This design comes from an exercise in tuning for small area on the open sky130 flow, not from production work.
In this exercise RTL edits were held to simulation tests only and were not proved equivalent to the original.
Power is estimated from default activity; no workload was simulated.

Setup of rev 12:
==> flow/design.v <==
package console_geom_pkg;
  localparam int LINE_WIDTH   = 16;   
  localparam int SCREEN_LINES = 4;    
  localparam int FONT_ROWS    = 2;    
  localparam int BUF_LINES    = 16;
  localparam int COL_BITS     = 4;
  localparam int LINE_BITS    = 4;
  localparam int ADDR_BITS    = 8;    
  localparam int MAX_TAB      = 7;    
  typedef logic [LINE_BITS-1:0] line_idx_t;   
  typedef logic [COL_BITS-1:0]  col_idx_t;    
  typedef struct packed {
    line_idx_t line;
    col_idx_t  col;
  } line_col_t;
  typedef union packed {
    logic [ADDR_BITS-1:0] flat;
    line_col_t            lc;
  } buf_addr_u;
endpackage
package console_code_pkg;
  localparam logic [7:0] BS_CODE    = 8'h08;   
  localparam logic [7:0] HT_CODE    = 8'h09;   
  localparam logic [7:0] LF_CODE    = 8'h0A;   
  localparam logic [7:0] CR_CODE    = 8'h0D;   
  localparam logic [7:0] DEL_CODE   = 8'h7F;   
  localparam logic [7:0] CTRL_LIMIT = 8'd32;   
  localparam logic [7:0] BLANK_CHAR = 8'h00;   
  typedef enum logic [2:0] {
    op_print,
    op_backspace,
    op_newline,     
    op_tab
  } write_op_e;
  typedef struct packed {
    write_op_e  op;
    logic [7:0] ch;
  } write_cmd_t;
endpackage
`timescale 1ns/1ns
module char_decoder (
  input  logic       clk,
  input  logic       rst,
  input  logic       i_char_stb,
  input  logic [7:0] i_char,
  input  logic       i_alt_func_en,   
  input  logic       i_idle,          
  output logic       o_cmd_valid,
  output logic       o_cmd_ctrl,      
  output logic [7:0] o_cmd_ch,
  output logic       o_wr_char_rdy
);
  logic ctrl;    
  logic drop;    
  always_comb begin
    ctrl = 1'b0;
    drop = 1'b0;
    if (!i_alt_func_en) begin
      ctrl = (i_char == console_code_pkg::BS_CODE) || (i_char == console_code_pkg::HT_CODE) ||
             (i_char == console_code_pkg::LF_CODE) || (i_char == console_code_pkg::CR_CODE);
      drop = ((i_char < console_code_pkg::CTRL_LIMIT) && !ctrl) ||
             (i_char == console_code_pkg::DEL_CODE);
    end
  end
  assign o_wr_char_rdy = i_idle && !o_cmd_valid;
  always_ff @(posedge clk) begin
    if (rst) begin
      o_cmd_valid <= 1'b0;
    end else begin
      o_cmd_valid <= i_char_stb && o_wr_char_rdy && !drop;   
    end
  end
  always_ff @(posedge clk) begin
    if (o_wr_char_rdy) begin
      o_cmd_ch   <= i_char;
      o_cmd_ctrl <= ctrl;
    end
  end
endmodule
`timescale 1ns/1ns
module cursor_writer (
  input  logic       clk,
  input  logic       rst,
  input  logic       i_cmd_valid,
  input  logic       i_cmd_ctrl,
  input  logic [7:0] i_cmd_ch,
  input  logic [2:0] i_tab_count,
  input  logic       i_clear_screen_stb,
  input  logic       i_reader_busy,
  output logic       o_idle,         
  output logic       o_busy,
  output logic       o_we,
  output logic [5:0] o_wr_addr,
  output logic [7:0] o_wr_data,
  output logic [1:0] o_top_row,      
  output logic       o_line_clear    
);
  typedef enum logic [2:0] {
    st_idle,
    st_print,
    st_backspace,
    st_pad_line,     
    st_clear_line,   
    st_tab,
    st_clear_all
  } wr_state_e;
  wr_state_e  state;
  logic [3:0] line;     
  logic [3:0] col;
  logic [2:0] tab_cnt;
  logic       clear_req;
  logic       sat;      
  logic       col_last;
  logic       tab_nz;
  logic       new_line;
  logic       col_inc;
  logic       start_clear;
  assign col_last = (col == 4'd15);
  assign tab_nz   = (tab_cnt != 3'd0);
  assign new_line = col_last && ((state == st_print) || (state == st_pad_line) ||
                                 ((state == st_tab) && tab_nz));
  assign col_inc = (state == st_print) || (state == st_pad_line) || (state == st_clear_line) ||
                   ((state == st_tab) && tab_nz) || (state == st_clear_all);
  assign start_clear = (state == st_idle) && !i_cmd_valid && clear_req && !i_reader_busy;
  assign o_idle       = (state == st_idle) && !clear_req;
  assign o_busy       = (state != st_idle) || (clear_req && !i_cmd_valid);
  assign o_we         = col_inc || (state == st_backspace);
  assign o_wr_addr    = {line[1:0], col};
  assign o_wr_data    = (state == st_print) ? i_cmd_ch : console_code_pkg::BLANK_CHAR;
  assign o_top_row    = sat ? line[1:0] + 2'd1 : 2'd0;
  assign o_line_clear = (state == st_clear_line);
  always_ff @(posedge clk) begin
    if (rst) begin
      state     <= st_clear_all;   
      line      <= '0;
      col       <= '0;
      clear_req <= 1'b0;
    end else begin
      if (col_inc) begin
        col <= col + 4'd1;
      end
      if (col_inc && col_last && (state != st_clear_line)) begin
        line <= line + 4'd1;
      end
      case (state)
        st_idle: begin
          if (i_cmd_valid) begin
            if (!i_cmd_ctrl) begin
              state <= st_print;
            end else begin
              case (i_cmd_ch[2:0])
                3'd0: begin   
                  if (col != 4'd0) begin
                    col <= col - 4'd1;
                  end
                  state <= st_backspace;
                end
                3'd1:    state <= st_tab;
                default: state <= st_pad_line;   
              endcase
            end
          end else if (start_clear) begin
            clear_req <= 1'b0;
            line      <= '0;
            col       <= '0;
            state     <= st_clear_all;
          end
        end
        st_print:      state <= st_idle;
        st_backspace:  state <= st_idle;
        st_clear_line: if (col_last) state <= st_idle;
        st_tab:        if (!tab_nz) state <= st_idle;
        st_clear_all:  if ((line == 4'd15) && col_last) state <= st_idle;
        default: ;
      endcase
      if (new_line) begin
        state <= st_clear_line;
      end
      if (i_clear_screen_stb) begin
        clear_req <= 1'b1;
      end
    end
  end
  always_ff @(posedge clk) begin
    if ((state == st_idle) && i_cmd_valid) begin
      tab_cnt <= i_tab_count;
    end else if (state == st_tab) begin
      tab_cnt <= tab_cnt - 3'd1;
    end
  end
  always_ff @(posedge clk) begin
    if (rst || (state == st_clear_all)) begin
      sat <= 1'b0;
    end else if (new_line && line[1]) begin
      sat <= 1'b1;
    end
  end
endmodule
`timescale 1ns/1ns
module char_ram (
  input  logic       clk,
  input  logic       i_we,
  input  logic [5:0] i_wr_addr,
  input  logic [7:0] i_wr_data,
  input  logic [5:0] i_rd_addr,
  output logic [7:0] o_rd_data
);
  logic [7:0] mem [64];
  always_ff @(posedge clk) begin
    if (i_we) begin
      mem[i_wr_addr] <= i_wr_data;
    end
  end
  always_ff @(posedge clk) begin
    o_rd_data <= mem[i_rd_addr];
  end
endmodule
`timescale 1ns/1ns
module frame_reader (
  input  logic       clk,
  input  logic       rst,
  input  logic       i_read_frame_stb,
  input  logic       i_char_req_en,   
  input  logic       i_writer_busy,
  input  logic [1:0] i_top_row,
  input  logic       i_line_clear,    
  output logic       o_busy,
  output logic [5:0] o_rd_addr,
  output logic       o_char_rdy
);
  typedef enum logic [2:0] {
    rd_idle,
    rd_wait_writer,
    rd_setup,
    rd_request,
    rd_delay
  } rd_state_e;
  rd_state_e  state;
  logic [6:0] pos;      
  logic       req_hit;
  logic       rdy_d1;   
  assign req_hit = (state == rd_request) && i_char_req_en && !i_line_clear;
  assign o_busy  = (state == rd_setup) || (state == rd_request) || (state == rd_delay);
  always_ff @(posedge clk) begin
    if (rst) begin
      state      <= rd_idle;
      rdy_d1     <= 1'b0;
      o_char_rdy <= 1'b0;
    end else begin
      rdy_d1     <= req_hit;
      o_char_rdy <= rdy_d1;
      case (state)
        rd_wait_writer: if (!i_writer_busy) state <= rd_setup;   
        rd_setup:       state <= rd_request;
        rd_request:     if (req_hit) state <= rd_delay;
        rd_delay:       state <= (pos == 7'd0) ? rd_idle : rd_request;   
        default:        state <= rd_idle;
      endcase
      if (i_read_frame_stb) begin
        state <= rd_wait_writer;   
      end
    end
  end
  always_ff @(posedge clk) begin
    if (state == rd_wait_writer) begin
      pos <= '0;
    end else if (req_hit) begin
      pos <= pos + 7'd1;
    end
  end
  always_ff @(posedge clk) begin
    o_rd_addr <= {i_top_row + pos[6:5], pos[3:0]};
  end
endmodule
`timescale 1ns/1ns
module console_buffer (
  input  logic       clk,
  input  logic       rst,
  input  logic       i_char_stb,
  input  logic [7:0] i_char,
  input  logic       i_alt_func_en,
  input  logic [2:0] i_tab_count,
  input  logic       i_clear_screen_stb,
  output logic       o_wr_char_rdy,
  input  logic       i_read_frame_stb,
  input  logic       i_char_req_en,
  output logic       o_char_rdy,
  output logic [7:0] o_char
);
  logic       cmd_valid;
  logic       cmd_ctrl;
  logic [7:0] cmd_ch;
  logic       writer_idle;
  logic       writer_busy;
  logic       reader_busy;
  logic       we;
  logic [5:0] wr_addr;
  logic [7:0] wr_data;
  logic [5:0] rd_addr;
  logic [1:0] top_row;   
  logic       line_clear;
  char_decoder u_char_decoder (
    .clk(clk), .rst(rst),
    .i_char_stb(i_char_stb), .i_char(i_char), .i_alt_func_en(i_alt_func_en),
    .i_idle(writer_idle),
    .o_cmd_valid(cmd_valid), .o_cmd_ctrl(cmd_ctrl), .o_cmd_ch(cmd_ch),
    .o_wr_char_rdy(o_wr_char_rdy)
  );
  cursor_writer u_cursor_writer (
    .clk(clk), .rst(rst),
    .i_cmd_valid(cmd_valid), .i_cmd_ctrl(cmd_ctrl), .i_cmd_ch(cmd_ch), .i_tab_count(i_tab_count),
    .i_clear_screen_stb(i_clear_screen_stb), .i_reader_busy(reader_busy),
    .o_idle(writer_idle), .o_busy(writer_busy), .o_we(we), .o_wr_addr(wr_addr), .o_wr_data(wr_data),
    .o_top_row(top_row), .o_line_clear(line_clear)
  );
  char_ram u_char_ram (
    .clk(clk), .i_we(we), .i_wr_addr(wr_addr), .i_wr_data(wr_data),
    .i_rd_addr(rd_addr), .o_rd_data(o_char)
  );
  frame_reader u_frame_reader (
    .clk(clk), .rst(rst),
    .i_read_frame_stb(i_read_frame_stb), .i_char_req_en(i_char_req_en),
    .i_writer_busy(writer_busy), .i_top_row(top_row), .i_line_clear(line_clear),
    .o_busy(reader_busy), .o_rd_addr(rd_addr), .o_char_rdy(o_char_rdy)
  );
endmodule
Settings: LEC_CHECK=0, CAP_MARGIN=20, CORE_MARGIN=2, CORE_UTILIZATION=60, CTS_BUF_LIST=sky130_fd_sc_hd__clkbuf_4, CTS_CLUSTER_SIZE=30, SLEW_MARGIN=20, SYNTH_MEMORY_MAX_BITS=4096; clock period 5.0 ns.
run.sh (not shown) runs the stock make flow with config.mk's settings and CLKGATE_MAP_FILE= SYNTH_SCRIPT=/design/flow/synth_recipe.tcl, a recipe that flattens the netlist after the stock synthesis.
Input-level comparison between rev 13 and rev 12:
# rev 12
export LEC_CHECK = 0
export CAP_MARGIN = 20
export CORE_MARGIN = 2
export CORE_UTILIZATION = 60
export CTS_BUF_LIST = sky130_fd_sc_hd__clkbuf_4
export CTS_CLUSTER_SIZE = 30
export SLEW_MARGIN = 20
export SYNTH_MEMORY_MAX_BITS = 4096
create_clock -name core_clock -period 5.0 [get_ports {clk}]
# rev 13
export LEC_CHECK = 0
export CAP_MARGIN = 20
export CORE_MARGIN = 2
export CORE_UTILIZATION = 40
export SLEW_MARGIN = 20
export SYNTH_MEMORY_MAX_BITS = 4096
create_clock -name core_clock -period 5.0 [get_ports {clk}]
Results
- Rev 13 reached the end of the flow, and the finished layout is clean on the timing, design-rule and antenna checks.
- Sequential power share was higher in rev 12 than in rev 13.
- Of rev 13 and rev 12, rev 12 shows the lower floorplan die area, with rev 13 above it.
- Going from rev 12 to rev 13, cell count increased by 136 relative to the old numbers; clock-buffer cell count now sits lower; floorplan die width shows an increase of 43 um; number of buffers created by CTS decreased by about 60% relative to the old numbers; layout-stage area growth over the synthesis result now larger.
- Per the comparison of rev 13 with rev 12, non-clock buffer count moved down, wire length moved up.
- When rev 13 is set beside rev 12, its design area turns out to be about 1.5% larger.

re-timing with driven ports:
How much do the figures lean on ideal ports? The routed layouts below were timed once more, with nothing changed but the port constraints. Step 1 assumes that a clkbuf_16 drives the clock port and a buf_2 every other input. Step 2 also shifts input and output timing later by t, the mid clock arrival at the registers, as if the neighbouring blocks saw the same clock. Three values: no drivers, after step 1, after step 2; two values: the first two.
run	t, ns	setup WS [ns]	worst register clock-pin slew, ns	worst slew at a driven data input, ns	cell pins on the clock port's net
rev 12	0.853	1.419 / 1.367 / 1.905	0.08 / 0.08	0.04	1
rev 13	0.665	1.557 / 1.500 / 1.913	0.07 / 0.07	0.03	1
After both steps setup and hold are still met in every run listed.
